What follows belongs to an exercise in optimizing a design on an open flow for small area, a short achievable clock period and few clock cycles per item; a production flow would make more cautious choices. The RTL was checked by simulation tests, not by an equivalence proof against the original design. Power figures rest on the tool's default switching activity, not on a simulated workload.

## solar_load_shift_decision
module solar_load_shift_decision #(
	parameter int HISTORY_DEPTH = slsd_pkg::HISTORY_DEPTH_DEF,
	parameter int RING_TAPS     = slsd_pkg::RING_TAPS_DEF
) (
	input  logic                            clk,
	input  logic                            arst_n,
	input  logic                            wr_en,
	input  logic [slsd_pkg::CFG_IDX_W-1:0]  wr_index,
	input  logic [slsd_pkg::CFG_DATA_W-1:0] wr_data,
	input  logic                            sample_valid,
	output logic                            sample_ready,
	input  logic [slsd_pkg::LOAD_W-1:0]     sample_load_power,
	input  logic [slsd_pkg::SOLAR_W-1:0]    sample_solar_power,
	input  logic [slsd_pkg::DELTA_W-1:0]    sample_solar_energy_delta,
	input  logic [slsd_pkg::HOUR_W-1:0]     sample_hour,
	output logic                            result_valid,
	input  logic                            result_ready,
	output logic                            result_run_loads,
	output logic [slsd_pkg::DEV_W-1:0]      result_plug_count,
	output logic [slsd_pkg::EST_W-1:0]      result_solar_estimate
);
Settings: LEC_CHECK=0, CAP_MARGIN=20, CORE_MARGIN=2, CORE_UTILIZATION=55, SETUP_SLACK_MARGIN=4.5, SLEW_MARGIN=20, SYNTH_MEMORY_MAX_BITS=8192; clock period 7.5 ns.
standard.sh (not shown) runs the stock make flow with config.mk's settings and CLKGATE_MAP_FILE= SYNTH_SCRIPT=/design/flow/synth_recipe.tcl, a recipe that flattens the netlist after the stock synthesis.
==> flow/flow/run.sh <==
#!/bin/bash
# The standard layout (standard.sh, its synthesis unchanged) with these settings changed:
# - the port buffers are sky130_fd_sc_hd__buf_4 instead of the delay buffer buffer_ports picks
#   by itself (every port still gets its own buffer);
# - timing repair may resize cells across footprints;
# - clock tree synthesis clusters up to 25 sinks within 80 um per leaf buffer and inserts no
#   dummy loads (the tree is still one balanced tree from the clock port).
# Every tool's output goes to orfs/logs/ as usual; make's own output goes to flow.log here.
set -euo pipefail
bash standard.sh \
	"BUFFER_PORTS_ARGS=-buffer_cell sky130_fd_sc_hd__buf_4" \
	MATCH_CELL_FOOTPRINT=0 \
	"CTS_ARGS=-sink_clustering_enable -repair_clock_nets -dont_use_dummy_load -sink_clustering_size 25 -sink_clustering_max_diameter 80" \
	finish > flow.log 2>&1
Testbench counts at the start, summed over its fixed seeds: cycles 9,235, items 9,000.
Rerun with:
--- a/flow/design.v
+++ b/flow/design.v
@@ -44,13 +44,13 @@
 );
 	localparam int M     = DEPTH / TAPS;
 	localparam int TAP_W = $clog2(TAPS);
 	logic [DEPTH*WIDTH-1:0] q;
 	for (genvar i = 0; i < DEPTH; i++) begin : g_ent
 		localparam int PREV = (i + DEPTH - 1) % DEPTH;
-		if ((i % M) == 1) begin : g_tap
+		if ((i % M) == 0) begin : g_tap
 			always_ff @(posedge clk) begin
 				if (wr && tap == TAP_W'(i / M))
 					q[i*WIDTH +: WIDTH] <= wdata;
 				else
 					q[i*WIDTH +: WIDTH] <= q[PREV*WIDTH +: WIDTH];
 			end
@@ -244,12 +244,24 @@
 	logic [TAP_W-1:0] rtap;
 	logic [DW-1:0]    old_pre_q;
 	assign rtap = (ph_q == PH_W'(M - 1)) ? ((tap_q == TAP_W'(RING_TAPS - 1)) ? '0 : tap_q + 1'b1) :
 		tap_q;
 	always_ff @(posedge clk)
 		old_pre_q <= ring_old;
+	slsd_ring #(
+		.DEPTH (HISTORY_DEPTH),
+		.WIDTH (DW),
+		.TAPS  (RING_TAPS)
+	) u_ring (
+		.clk   (clk),
+		.wr    (accept),
+		.tap   (tap_q),
+		.rtap  (rtap),
+		.wdata (dsat0),
+		.rdata (ring_old)
+	);
 	logic [NDIG-1:0] bone0, btwo0, bneg0;
 	always_comb begin
 		logic [F5_W+2:0] f;
 		logic [2:0]      g;
 		f = {2'b00, fill5_q, 1'b0};
 		for (int k = 0; k < NDIG; k++) begin
@@ -298,24 +310,12 @@
 		y1       <= y0;
 		above1   <= above0;
 		boost1   <= boost0;
 		cheap1   <= cheap0;
 		surplus1 <= surplus0;
 	end
-	slsd_ring #(
-		.DEPTH (HISTORY_DEPTH),
-		.WIDTH (DW),
-		.TAPS  (RING_TAPS)
-	) u_ring (
-		.clk   (clk),
-		.wr    (v1_q),
-		.tap   (tap_q),
-		.rtap  (rtap),
-		.wdata (delta1),
-		.rdata (ring_old)
-	);
 	logic [DD6_W-1:0] dd1;
 	always_comb begin
 		logic [DD6_W-1:0] x, y, z, u, w;
 		x = DD6_W'(delta1) << 2;
 		y = DD6_W'(delta1) << 1;
 		z = ~(DD6_W'(old6_1));
The new run produced a clean layout.
Synthesized cell count decreases by 1.5%.
Hold slack improved by 0.0096 ns.
Total power increases by 4.0%.
Sequential share of layout area decreases by 0.14 points.
Maximum frequency decreases by 9.6%.
Final cell count decreases by about 0.9%.
Setup slack got worse by 0.34 ns.
Critical path depth increases by 5.
Clock skew increases by 0.046 ns.
Testbench counts after the change, summed over its fixed seeds: cycles 9,235, items 9,000.

## what the ideal ports hide
The results above use ideal ports. As a check the final layouts listed here were re-extracted and re-timed, cells and wires unchanged.
Step 1 assumes that a clkbuf_16 drives the clock port and a buf_2 every other input.
Step 2 times the ports against the registers' clock, not the clock port: input delays grow and output delays shrink by t, the midpoint of the rising clock arrivals with the driver on.
Slacks: ideal ports / drivers / drivers and shift; pairs: ideal ports / drivers.
run	t (ns)	setup slack, ns	worst setup path at the end	worst register clock-pin slew, ns	cell pins on the clock port's net
the first run	0.965	4.302 / 4.302 / 3.596	input to register	0.10 / 0.10	1
the second run	0.968	3.962 / 3.962 / 3.459	input to register	0.10 / 0.10	1
After both steps setup and hold are still met in every run listed. For the first run, which loses most, drivers alone change the setup slack by 0.000 ns; drivers and shift together by -0.706 ns.
